Context: an optimization exercise on an open-source flow, tuned for small area, a short achievable clock period and few clock cycles per item. The choices shown serve that exercise and are no tape-out recipe. Where RTL was checked, it was by simulation tests only, not by an equivalence proof against the original.

Design hbridge_current_integral_loop_core, start of the top module:
module hbridge_current_integral_loop_core
#(
  parameter int SAMPLE_BITS   = 12,
  parameter int FRACTION_BITS = 8,
  localparam int IN_W = ((4 * SAMPLE_BITS + 2 + 7) / 8) * 8
) (
  input  logic                 clk,
  input  logic                 rst,
  input  logic                 s_axis_tvalid,
  output logic                 s_axis_tready,
  input  logic [IN_W-1:0]      s_axis_tdata,
  output logic                 m_axis_tvalid,
  input  logic                 m_axis_tready,
  output logic [OUT_W-1:0]     m_axis_tdata,
  input  logic                 cfg_wr_en,
  input  logic [CFG_ADR_W-1:0] cfg_addr,
  input  logic [CFG_W-1:0]     cfg_wdata
);
  localparam int S = SAMPLE_BITS;
  hcil_pkg::cfg_t cfg;
  logic           run;
  logic           item_valid;
  logic [REG_W-1:0] item_duty;
  logic           item_fwd;
  logic           item_rev;
  logic           item_inb;
  always_ff @(posedge clk) begin
    if (rst) begin
      cfg.center <= CENTER_RST;
      cfg.scale  <= SCALE_RST;
      cfg.offset <= OFFSET_RST;
      cfg.gain   <= GAIN_RST;
      cfg.band   <= BAND_RST;
      cfg.limit  <= LIMIT_RST;
    end else if (cfg_wr_en) begin
      case (cfg_addr)
        REG_CURRENT_CENTER:   cfg.center <= cfg_wdata[REG_W-1:0];
        REG_REFERENCE_SCALE:  cfg.scale  <= cfg_wdata[GAIN_W-1:0];
        REG_REFERENCE_OFFSET: cfg.offset <= cfg_wdata[REG_W-1:0];
  ...
Size: roughly 4700 cells after synthesis, roughly 360 flip-flops, ~140 I/O pins, about 38000 um2 of cells after synthesis.
==> module hcil_datapath, before the edit <==
module hcil_datapath
#(
  parameter int SAMPLE_BITS = 12
) (
  input  logic                   clk,
  input  logic                   rst,
  input  logic                   run,
  input  hcil_pkg::cfg_t         cfg,
  input  logic                   in_valid,
  input  logic [SAMPLE_BITS-1:0] current_sample_a,
  input  logic [SAMPLE_BITS-1:0] reference_sample_a,
  input  logic [SAMPLE_BITS-1:0] current_sample_b,
  input  logic [SAMPLE_BITS-1:0] reference_sample_b,
  input  logic                   drive_enable,
  input  logic                   direction_forward,
  output logic                   out_valid,
  output logic [REG_W-1:0]       duty,
  output logic                   fwd,
  output logic                   rev,
  output logic                   in_band
);
  localparam int S     = SAMPLE_BITS;
  localparam int FC_W  = 20;    
  localparam int FR_W  = 21;    
  localparam int ERR_W = 22;
  localparam int RN_W  = 23;    
  localparam int INC_W = 31;    
  localparam int ACC_W = REG_W + INT_FRAC;
  logic             v1;
  logic [S:0]       sc1;
  logic [S:0]       sr1;
  logic             en1, fw1;
  always_ff @(posedge clk) begin
    if (rst) begin
      v1 <= 1'b0;
    end else if (run) begin
      v1 <= in_valid;
    end
  end
  always_ff @(posedge clk) begin
    if (run) begin
      sc1 <= {1'b0, current_sample_a} + {1'b0, current_sample_b};
      sr1 <= {1'b0, reference_sample_a} + {1'b0, reference_sample_b};
      en1 <= drive_enable;
      fw1 <= direction_forward;
    end
  end
  logic                    v2;
  logic [FC_W-1:0]         fc;
  logic signed [FC_W+1:0]  fc_sum;
  logic [RN_W-1:0]         rs, rc, rs2, rc2;
  logic                    rcy, rcy2;
  logic                    en2, fw2;
  assign fc_sum = $signed({2'b00, fc})
                + $signed({2'b00, cfg.center, 8'd0})
                - $signed({2'b00, sc1, 7'd0});
  hcil_mul_ref u_mul_ref (
    .a  ({1'b0, sr1}),
    .b  (cfg.scale),
    .o  (cfg.offset),
    .s  (rs),
    .c  (rc),
    .cy (rcy)
  );
  always_ff @(posedge clk) begin
    if (rst) begin
      v2 <= 1'b0;
      fc <= '0;
    end else if (run) begin
      v2 <= v1;
      if (v1) begin
        fc <= fc_sum[FC_W+1] ? '0 : fc_sum[FC_W:1];
      end
    end
  end
  always_ff @(posedge clk) begin
    if (run) begin
      rs2  <= rs;
      rc2  <= rc;
      rcy2 <= rcy;
      en2  <= en1;
      fw2  <= fw1;
    end
  end
  logic                    v3;
  logic signed [FR_W-1:0]  fr;
  logic [FR_W:0]           fr_sum;
  logic [ERR_W:0]          err_x;
  logic signed [ERR_W-1:0] err3;
  logic                    en3, fw3;
  assign fr_sum = {fr[FR_W-1], fr} + rs2[FR_W:0] + rc2[FR_W:0] + {{FR_W{1'b0}}, rcy2};
  assign err_x  = {{2{fr[FR_W-1]}}, fr} + rs2 + rc2 + {{ERR_W{1'b0}}, rcy2}
                - {2'b00, fc, 1'b0};
  always_ff @(posedge clk) begin
    if (rst) begin
      v3 <= 1'b0;
      fr <= '0;
    end else if (run) begin
      v3 <= v2;
      if (v2) begin
        fr <= fr_sum[FR_W:1];
      end
    end
  end
  always_ff @(posedge clk) begin
    if (run) begin
      err3 <= err_x[ERR_W:1];
      en3  <= en2;
      fw3  <= fw2;
    end
  end
  logic                    v4;
  logic [INC_W-1:0]        es, ec, es4, ec4;
  logic                    ecy, ecy4;
  logic signed [ERR_W-1:0] band_p;
  logic                    inb4;
  logic                    en4, fw4;
  hcil_mul_err u_mul_err (
    .a  (err3),
    .b  (cfg.gain),
    .s  (es),
    .c  (ec),
    .cy (ecy)
  );
  assign band_p = $signed({2'b00, cfg.band, 8'd0});
  always_ff @(posedge clk) begin
    if (rst) begin
      v4 <= 1'b0;
    end else if (run) begin
      v4 <= v3;
    end
  end
  always_ff @(posedge clk) begin
    if (run) begin
      es4  <= es;
      ec4  <= ec;
      ecy4 <= ecy;
      inb4 <= (err3 < band_p) && (-err3 < band_p);
      en4  <= en3;
      fw4  <= fw3;
    end
  end
  logic [ACC_W-1:0]        acc;
  logic [INC_W-1:0]        acc_sum;
  logic [INC_W-1:0]        acc_over;
  logic [ACC_W-1:0]        acc_lim;
  logic [ACC_W-1:0]        acc_new;
  assign acc_lim  = {cfg.limit, 16'd0};
  assign acc_sum  = {3'b000, acc} + es4 + ec4 + {{(INC_W-1){1'b0}}, ecy4};
  assign acc_over = {3'b000, acc} + es4 + ec4 + {{(INC_W-1){1'b0}}, ecy4}
                  + ~{3'b000, acc_lim};
  always_comb begin
    if (acc_sum[INC_W-1]) begin
      acc_new = '0;
    end else if (!acc_over[INC_W-1]) begin
      acc_new = acc_lim;
    end else begin
      acc_new = acc_sum[ACC_W-1:0];
    end
  end
  always_ff @(posedge clk) begin
    if (rst) begin
      acc <= '0;
    end else if (run && v4) begin
      acc <= acc_new;
    end
  end
  assign out_valid = v4 && run;
  assign duty      = acc_new[ACC_W-1 -: REG_W];
  assign fwd       = en4 && fw4;
  assign rev       = en4 && !fw4;
  assign in_band   = inb4;
endmodule
==> flow/config.mk <==
export PLATFORM = sky130hd
export DESIGN_NAME = hbridge_current_integral_loop_core
export DESIGN_NICKNAME = hbridge_current_integral_loop_core
export VERILOG_FILES = /design/flow/design.v
export SDC_FILE = /design/flow/constraint.sdc
export NUM_CORES = 4
export LEC_CHECK = 0
export CAP_MARGIN = 20
export CORE_MARGIN = 2
export CORE_UTILIZATION = 40
export SLEW_MARGIN = 20
==> flow/constraint.sdc <==
create_clock -name core_clock -period 10.0 [get_ports {clk}]
set_input_delay 2.0000 -clock core_clock [delete_from_list [all_inputs] [get_ports {clk}]]
set_output_delay 2.0000 -clock core_clock [all_outputs]
set_load 0.01 [all_outputs]
run.sh (not shown) runs the stock make flow with config.mk's settings and CLKGATE_MAP_FILE= SYNTH_SCRIPT=/design/flow/synth_recipe.tcl, a recipe that flattens the netlist after the stock synthesis.
Rerun with:
--- a/flow/design.v
+++ b/flow/design.v
@@ -227,13 +227,21 @@
   logic signed [FR_W-1:0]  fr;
   logic [FR_W:0]           fr_sum;
   logic [ERR_W:0]          err_x;
   logic signed [ERR_W-1:0] err3;
   logic                    en3, fw3;
-  assign fr_sum = {fr[FR_W-1], fr} + rs2[FR_W:0] + rc2[FR_W:0] + {{FR_W{1'b0}}, rcy2};
-  assign err_x  = {{2{fr[FR_W-1]}}, fr} + rs2 + rc2 + {{ERR_W{1'b0}}, rcy2}
-                - {2'b00, fc, 1'b0};
+  logic [ERR_W:0]          fx, k1s, k1c, nfc, k2s, k2c;
+  assign fx     = {{2{fr[FR_W-1]}}, fr};
+  assign k1s    = fx ^ rs2 ^ rc2;
+  assign k1c    = {(fx[ERR_W-1:0] & rs2[ERR_W-1:0]) | (fx[ERR_W-1:0] & rc2[ERR_W-1:0])
+                   | (rs2[ERR_W-1:0] & rc2[ERR_W-1:0]), rcy2};
+  assign nfc    = ~{2'b00, fc, 1'b0};
+  assign k2s    = k1s ^ k1c ^ nfc;
+  assign k2c    = {(k1s[ERR_W-1:0] & k1c[ERR_W-1:0]) | (k1s[ERR_W-1:0] & nfc[ERR_W-1:0])
+                   | (k1c[ERR_W-1:0] & nfc[ERR_W-1:0]), 1'b1};
+  assign fr_sum = k1s[FR_W:0] + k1c[FR_W:0];
+  assign err_x  = k2s + k2c;
   always_ff @(posedge clk) begin
     if (rst) begin
       v3 <= 1'b0;
       fr <= '0;
     end else if (run) begin
@@ -279,19 +287,29 @@
       inb4 <= (err3 < band_p) && (-err3 < band_p);
       en4  <= en3;
       fw4  <= fw3;
     end
   end
+  logic                    v5;
   logic [ACC_W-1:0]        acc;
+  logic [INC_W-1:0]        ax, a1s, a1c, nlim, a2s, a2c;
   logic [INC_W-1:0]        acc_sum;
   logic [INC_W-1:0]        acc_over;
   logic [ACC_W-1:0]        acc_lim;
   logic [ACC_W-1:0]        acc_new;
+  logic                    inb5, en5, fw5;
   assign acc_lim  = {cfg.limit, 16'd0};
-  assign acc_sum  = {3'b000, acc} + es4 + ec4 + {{(INC_W-1){1'b0}}, ecy4};
-  assign acc_over = {3'b000, acc} + es4 + ec4 + {{(INC_W-1){1'b0}}, ecy4}
-                  + ~{3'b000, acc_lim};
+  assign ax       = {3'b000, acc};
+  assign a1s      = ax ^ es4 ^ ec4;
+  assign a1c      = {(ax[INC_W-2:0] & es4[INC_W-2:0]) | (ax[INC_W-2:0] & ec4[INC_W-2:0])
+                     | (es4[INC_W-2:0] & ec4[INC_W-2:0]), ecy4};
+  assign nlim     = ~{3'b000, acc_lim};
+  assign a2s      = a1s ^ a1c ^ nlim;
+  assign a2c      = {(a1s[INC_W-2:0] & a1c[INC_W-2:0]) | (a1s[INC_W-2:0] & nlim[INC_W-2:0])
+                     | (a1c[INC_W-2:0] & nlim[INC_W-2:0]), 1'b0};
+  assign acc_sum  = a1s + a1c;
+  assign acc_over = a2s + a2c;
   always_comb begin
     if (acc_sum[INC_W-1]) begin
       acc_new = '0;
     end else if (!acc_over[INC_W-1]) begin
       acc_new = acc_lim;
@@ -299,20 +317,31 @@
       acc_new = acc_sum[ACC_W-1:0];
     end
   end
   always_ff @(posedge clk) begin
     if (rst) begin
+      v5  <= 1'b0;
       acc <= '0;
-    end else if (run && v4) begin
-      acc <= acc_new;
+    end else if (run) begin
+      v5 <= v4;
+      if (v4) begin
+        acc <= acc_new;
+      end
+    end
+  end
+  always_ff @(posedge clk) begin
+    if (run) begin
+      inb5 <= inb4;
+      en5  <= en4;
+      fw5  <= fw4;
     end
   end
-  assign out_valid = v4 && run;
-  assign duty      = acc_new[ACC_W-1 -: REG_W];
-  assign fwd       = en4 && fw4;
-  assign rev       = en4 && !fw4;
-  assign in_band   = inb4;
+  assign out_valid = v5 && run;
+  assign duty      = acc[ACC_W-1 -: REG_W];
+  assign fwd       = en5 && fw5;
+  assign rev       = en5 && !fw5;
+  assign in_band   = inb5;
 endmodule
 module hcil_mul_err (
   input  logic [21:0] a,
   input  logic [15:0] b,
   output logic [38:8] s,
The new run completed without violations.
Cell count goes down by about 1.6%.
Final area goes up by 0.36%.
Synthesized cell count goes down by about 2.6%.
Non-clock buffer count goes down by 7.
Area after synthesis hardly moves.
Clock-buffer cell count goes up by 3.
Hold slack loses 0.0038 ns.
Via count goes down by about 1.2%.
Fmax goes up by about 45%.
Global-route usage goes down by 0.13 points.
Setup slack gains 2.4 ns.
No functional check of the RTL was part of any run of this note.

* * *

## rev 12
hbridge_current_integral_loop_core, a different RTL version from the one above (not shown whole).
For scale: roughly 140 I/O pins, roughly 0.034 sq mm of cells after synthesis.
==> module hcil_datapath, before the edit <==
module hcil_datapath
#(
  parameter int SAMPLE_BITS = 12
) (
  input  logic                   clk,
  input  logic                   rst,
  input  logic                   run,
  input  hcil_pkg::cfg_t         cfg,
  input  logic                   in_valid,
  input  logic [SAMPLE_BITS-1:0] current_sample_a,
  input  logic [SAMPLE_BITS-1:0] reference_sample_a,
  input  logic [SAMPLE_BITS-1:0] current_sample_b,
  input  logic [SAMPLE_BITS-1:0] reference_sample_b,
  input  logic                   drive_enable,
  input  logic                   direction_forward,
  output logic                   out_valid,
  output logic [REG_W-1:0]       duty,
  output logic                   fwd,
  output logic                   rev,
  output logic                   in_band
);
  localparam int S     = SAMPLE_BITS;
  localparam int FC_W  = 20;    
  localparam int FR_W  = 21;    
  localparam int ERR_W = 22;
  localparam int RN_W  = 23;    
  localparam int INC_W = 31;    
  localparam int ACC_W = REG_W + INT_FRAC;
  logic             v1;
  logic [S:0]       sc1;
  logic [S:0]       sr1;
  logic             en1, fw1;
  always_ff @(posedge clk) begin
    if (rst) begin
      v1 <= 1'b0;
    end else if (run) begin
      v1 <= in_valid;
    end
  end
  always_ff @(posedge clk) begin
    if (run) begin
      sc1 <= {1'b0, current_sample_a} + {1'b0, current_sample_b};
      sr1 <= {1'b0, reference_sample_a} + {1'b0, reference_sample_b};
      en1 <= drive_enable;
      fw1 <= direction_forward;
    end
  end
  logic                    v2;
  logic [FC_W-1:0]         fc;
  logic signed [FC_W+1:0]  fc_sum;
  logic [RN_W-1:0]         rs, rc, rs2, rc2;
  logic                    rcy, rcy2;
  logic                    en2, fw2;
  logic [14:0]             fx_, fy_, fz_, fs_, fcy_, fu_;
  assign fx_    = {2'b00, fc[FC_W-1:7]};
  assign fy_    = {2'b00, cfg.center, 1'b0};
  assign fz_    = ~{2'b00, sc1};
  assign fs_    = fx_ ^ fy_ ^ fz_;
  assign fcy_   = {(fx_[13:0] & fy_[13:0]) | (fx_[13:0] & fz_[13:0]) | (fy_[13:0] & fz_[13:0]), 1'b1};
  assign fu_    = fs_ + fcy_;
  assign fc_sum = {fu_, fc[6:0]};
  hcil_mul_ref u_mul_ref (
    .a  ({1'b0, sr1}),
    .bo ({cfg.scale.neg[7], cfg.scale.one}),
    .bt ({1'b0, cfg.scale.two}),
    .bn ({1'b0, cfg.scale.neg}),
    .o  (cfg.offset),
    .s  (rs),
    .c  (rc),
    .cy (rcy)
  );
  always_ff @(posedge clk) begin
    if (rst) begin
      v2 <= 1'b0;
      fc <= '0;
    end else if (run) begin
      v2 <= v1;
      if (v1) begin
        fc <= fc_sum[FC_W+1] ? '0 : fc_sum[FC_W:1];
      end
    end
  end
  always_ff @(posedge clk) begin
    if (run) begin
      rs2  <= rs;
      rc2  <= rc;
      rcy2 <= rcy;
      en2  <= en1;
      fw2  <= fw1;
    end
  end
  logic                    v3;
  logic signed [FR_W-1:0]  fr;
  logic [FR_W:0]           fr_sum;
  logic [ERR_W:0]          err_x;
  logic signed [ERR_W-1:0] err3;
  logic                    en3, fw3;
  logic [ERR_W:0]          fx, k1s, k1c, nfc, k2s, k2c;
  assign fx     = {{2{fr[FR_W-1]}}, fr};
  assign k1s    = fx ^ rs2 ^ rc2;
  assign k1c    = {(fx[ERR_W-1:0] & rs2[ERR_W-1:0]) | (fx[ERR_W-1:0] & rc2[ERR_W-1:0])
                   | (rs2[ERR_W-1:0] & rc2[ERR_W-1:0]), rcy2};
  assign nfc    = ~{2'b00, fc, 1'b0};
  assign k2s    = k1s ^ k1c ^ nfc;
  assign k2c    = {(k1s[ERR_W-1:0] & k1c[ERR_W-1:0]) | (k1s[ERR_W-1:0] & nfc[ERR_W-1:0])
                   | (k1c[ERR_W-1:0] & nfc[ERR_W-1:0]), 1'b1};
  assign fr_sum = k1s[FR_W:0] + k1c[FR_W:0];
  assign err_x  = k2s + k2c;
  always_ff @(posedge clk) begin
    if (rst) begin
      v3 <= 1'b0;
      fr <= '0;
    end else if (run) begin
      v3 <= v2;
      if (v2) begin
        fr <= fr_sum[FR_W:1];
      end
    end
  end
  always_ff @(posedge clk) begin
    if (run) begin
      err3 <= err_x[ERR_W:1];
      en3  <= en2;
      fw3  <= fw2;
    end
  end
  logic                    v4;
  logic [INC_W-1:0]        es, ec, es4, ec4;
  logic                    ecy, ecy4;
  logic signed [ERR_W-1:0] band_p;
  logic                    inb4;
  logic                    en4, fw4;
  hcil_mul_err u_mul_err (
    .a  (err3),
    .bo ({cfg.gain.neg[7], cfg.gain.one}),
    .bt ({1'b0, cfg.gain.two}),
    .bn ({1'b0, cfg.gain.neg}),
    .s  (es),
    .c  (ec),
    .cy (ecy)
  );
  assign band_p = $signed({2'b00, cfg.band, 8'd0});
  always_ff @(posedge clk) begin
    if (rst) begin
      v4 <= 1'b0;
    end else if (run) begin
      v4 <= v3;
    end
  end
  always_ff @(posedge clk) begin
    if (run) begin
      es4  <= es;
      ec4  <= ec;
      ecy4 <= ecy;
      inb4 <= (err3 < band_p) && (-err3 < band_p);
      en4  <= en3;
      fw4  <= fw3;
    end
  end
  logic                    v5;
  logic [ACC_W-1:0]        acc;
  logic [INC_W-1:0]        ax, a1s, a1c, nlim, a2s, a2c;
  logic [INC_W-1:0]        acc_sum;
  logic [INC_W-1:0]        acc_over;
  logic [ACC_W-1:0]        acc_lim;
  logic [ACC_W-1:0]        acc_new;
  logic                    inb5, en5, fw5;
  assign acc_lim  = {cfg.limit, 16'd0};
  assign ax       = {3'b000, acc};
  assign a1s      = ax ^ es4 ^ ec4;
  assign a1c      = {(ax[INC_W-2:0] & es4[INC_W-2:0]) | (ax[INC_W-2:0] & ec4[INC_W-2:0])
                     | (es4[INC_W-2:0] & ec4[INC_W-2:0]), ecy4};
  assign nlim     = ~{3'b000, acc_lim};
  assign a2s      = a1s ^ a1c ^ nlim;
  assign a2c      = {(a1s[INC_W-2:0] & a1c[INC_W-2:0]) | (a1s[INC_W-2:0] & nlim[INC_W-2:0])
                     | (a1c[INC_W-2:0] & nlim[INC_W-2:0]), 1'b0};
  assign acc_sum  = a1s + a1c;
  assign acc_over = a2s + a2c;
  always_comb begin
    if (acc_sum[INC_W-1]) begin
      acc_new = '0;
    end else if (!acc_over[INC_W-1]) begin
      acc_new = acc_lim;
    end else begin
      acc_new = acc_sum[ACC_W-1:0];
    end
  end
  always_ff @(posedge clk) begin
    if (rst) begin
      v5  <= 1'b0;
      acc <= '0;
    end else if (run) begin
      v5 <= v4;
      if (v4) begin
        acc <= acc_new;
      end
    end
  end
  always_ff @(posedge clk) begin
    if (run) begin
      inb5 <= inb4;
      en5  <= en4;
      fw5  <= fw4;
    end
  end
  assign out_valid = v5 && run;
  assign duty      = acc[ACC_W-1 -: REG_W];
  assign fwd       = en5 && fw5;
  assign rev       = en5 && !fw5;
  assign in_band   = inb5;
endmodule
Settings: LEC_CHECK=0, CAP_MARGIN=20, CORE_MARGIN=2, CORE_UTILIZATION=40, SLEW_MARGIN=20; clock period 10.0 ns.
standard.sh (not shown) runs the stock make flow with config.mk's settings and CLKGATE_MAP_FILE= SYNTH_SCRIPT=/design/flow/synth_recipe.tcl, a recipe that flattens the netlist after the stock synthesis.
==> flow/flow/run.sh <==
#!/bin/bash
# The standard layout, with timing repair aimed at a tighter period than the
# 10 ns clock (the clock and constraints are unchanged). Synthesis is the
# standard one, run on its own first.
set -euo pipefail
MARGIN=$(cat flow/margin.txt)
bash standard.sh synth > synth.log 2>&1
bash standard.sh SETUP_SLACK_MARGIN=$MARGIN finish > layout.log 2>&1
==> flow/flow/margin.txt <==
6.5
The following lists how rev 13 was set up differently from rev 12:
--- a/flow/design.v
+++ b/flow/design.v
@@ -196,20 +196,15 @@
   logic                    v2;
   logic [FC_W-1:0]         fc;
   logic signed [FC_W+1:0]  fc_sum;
   logic [RN_W-1:0]         rs, rc, rs2, rc2;
   logic                    rcy, rcy2;
   logic                    en2, fw2;
-  logic [14:0]             fx_, fy_, fz_, fs_, fcy_, fu_;
-  assign fx_    = {2'b00, fc[FC_W-1:7]};
-  assign fy_    = {2'b00, cfg.center, 1'b0};
-  assign fz_    = ~{2'b00, sc1};
-  assign fs_    = fx_ ^ fy_ ^ fz_;
-  assign fcy_   = {(fx_[13:0] & fy_[13:0]) | (fx_[13:0] & fz_[13:0]) | (fy_[13:0] & fz_[13:0]), 1'b1};
-  assign fu_    = fs_ + fcy_;
-  assign fc_sum = {fu_, fc[6:0]};
+  assign fc_sum = $signed({2'b00, fc})
+                + $signed({2'b00, cfg.center, 8'd0})
+                - $signed({2'b00, sc1, 7'd0});
   hcil_mul_ref u_mul_ref (
     .a  ({1'b0, sr1}),
     .bo ({cfg.scale.neg[7], cfg.scale.one}),
     .bt ({1'b0, cfg.scale.two}),
     .bn ({1'b0, cfg.scale.neg}),
     .o  (cfg.offset),
Looking only at sum of met3 wire segment lengths after detailed routing, and setting everything else aside, the lower value of rev 12 and rev 13 goes to rev 12.
In rev 13, synthesized cell count is higher than in rev 12.
Compared with rev 12, rev 13 shows number of cell instances on the worst register-to-register path lower by 3.
Cmp rev 13 vs rev 12: synthesis-to-layout area growth lower in rev 13
Between rev 12 and rev 13, the die extent in x does not differ in any meaningful way.
| fraction of the mapped netlist area in adder cells | higher: rev 12 |
Routed wire in rev 13 totals more than in rev 12.
[compare] base=rev 12 new=rev 13: via count grew by 415.
Time the final worst path needs with I/O delays and setup, rev 12 and rev 13: larger value in rev 12
Amount of wire on met2 after detailed routing (rev 13 vs. rev 12) increases by a few percent
Testbench counts of rev 13, summed over its fixed seeds: cycles 1,968, items 1,920.
For rev 12, only the layout was checked, not whether the RTL still works.

## static timing again, ports no longer ideal
In the flow no input, the clock included, has a driving cell. The finished layouts below were timed again as built, in two steps. Step 1 (the two cells are an assumption about what drives the block):
set clk [get_ports {clk}]
set_driving_cell -lib_cell sky130_fd_sc_hd__clkbuf_16 $clk
set_driving_cell -lib_cell sky130_fd_sc_hd__buf_2 [delete_from_list [all_inputs] $clk]
Step 2 times the ports against the registers' clock, not the clock port: input delays grow and output delays shrink by t, the midpoint of the rising clock arrivals with the driver on. a / b / c = ideal ports / drivers / drivers and shift; a / b = the first two.
run	t (ns)	setup WS [ns]	hold WS [ns]	worst data-port slew with drivers (ns)	cell pins on the clock port's net
the first run of note 1	0.639	2.165 / 2.165 / 2.165	0.422 / 0.422 / 0.422	0.06	1
the second run of note 1	0.648	4.590 / 4.590 / 4.590	0.418 / 0.418 / 0.418	0.06	1
rev 12	0.646	5.830 / 5.830 / 5.830	0.416 / 0.416 / 0.416	0.05	1
rev 13	0.637	6.168 / 6.168 / 5.849	0.416 / 0.416 / 0.416	0.14	1
After both steps every run listed still meets setup and hold. The setup slack of rev 13, which loses most, moves by 0.000 ns with the drivers and by -0.319 ns with both steps.
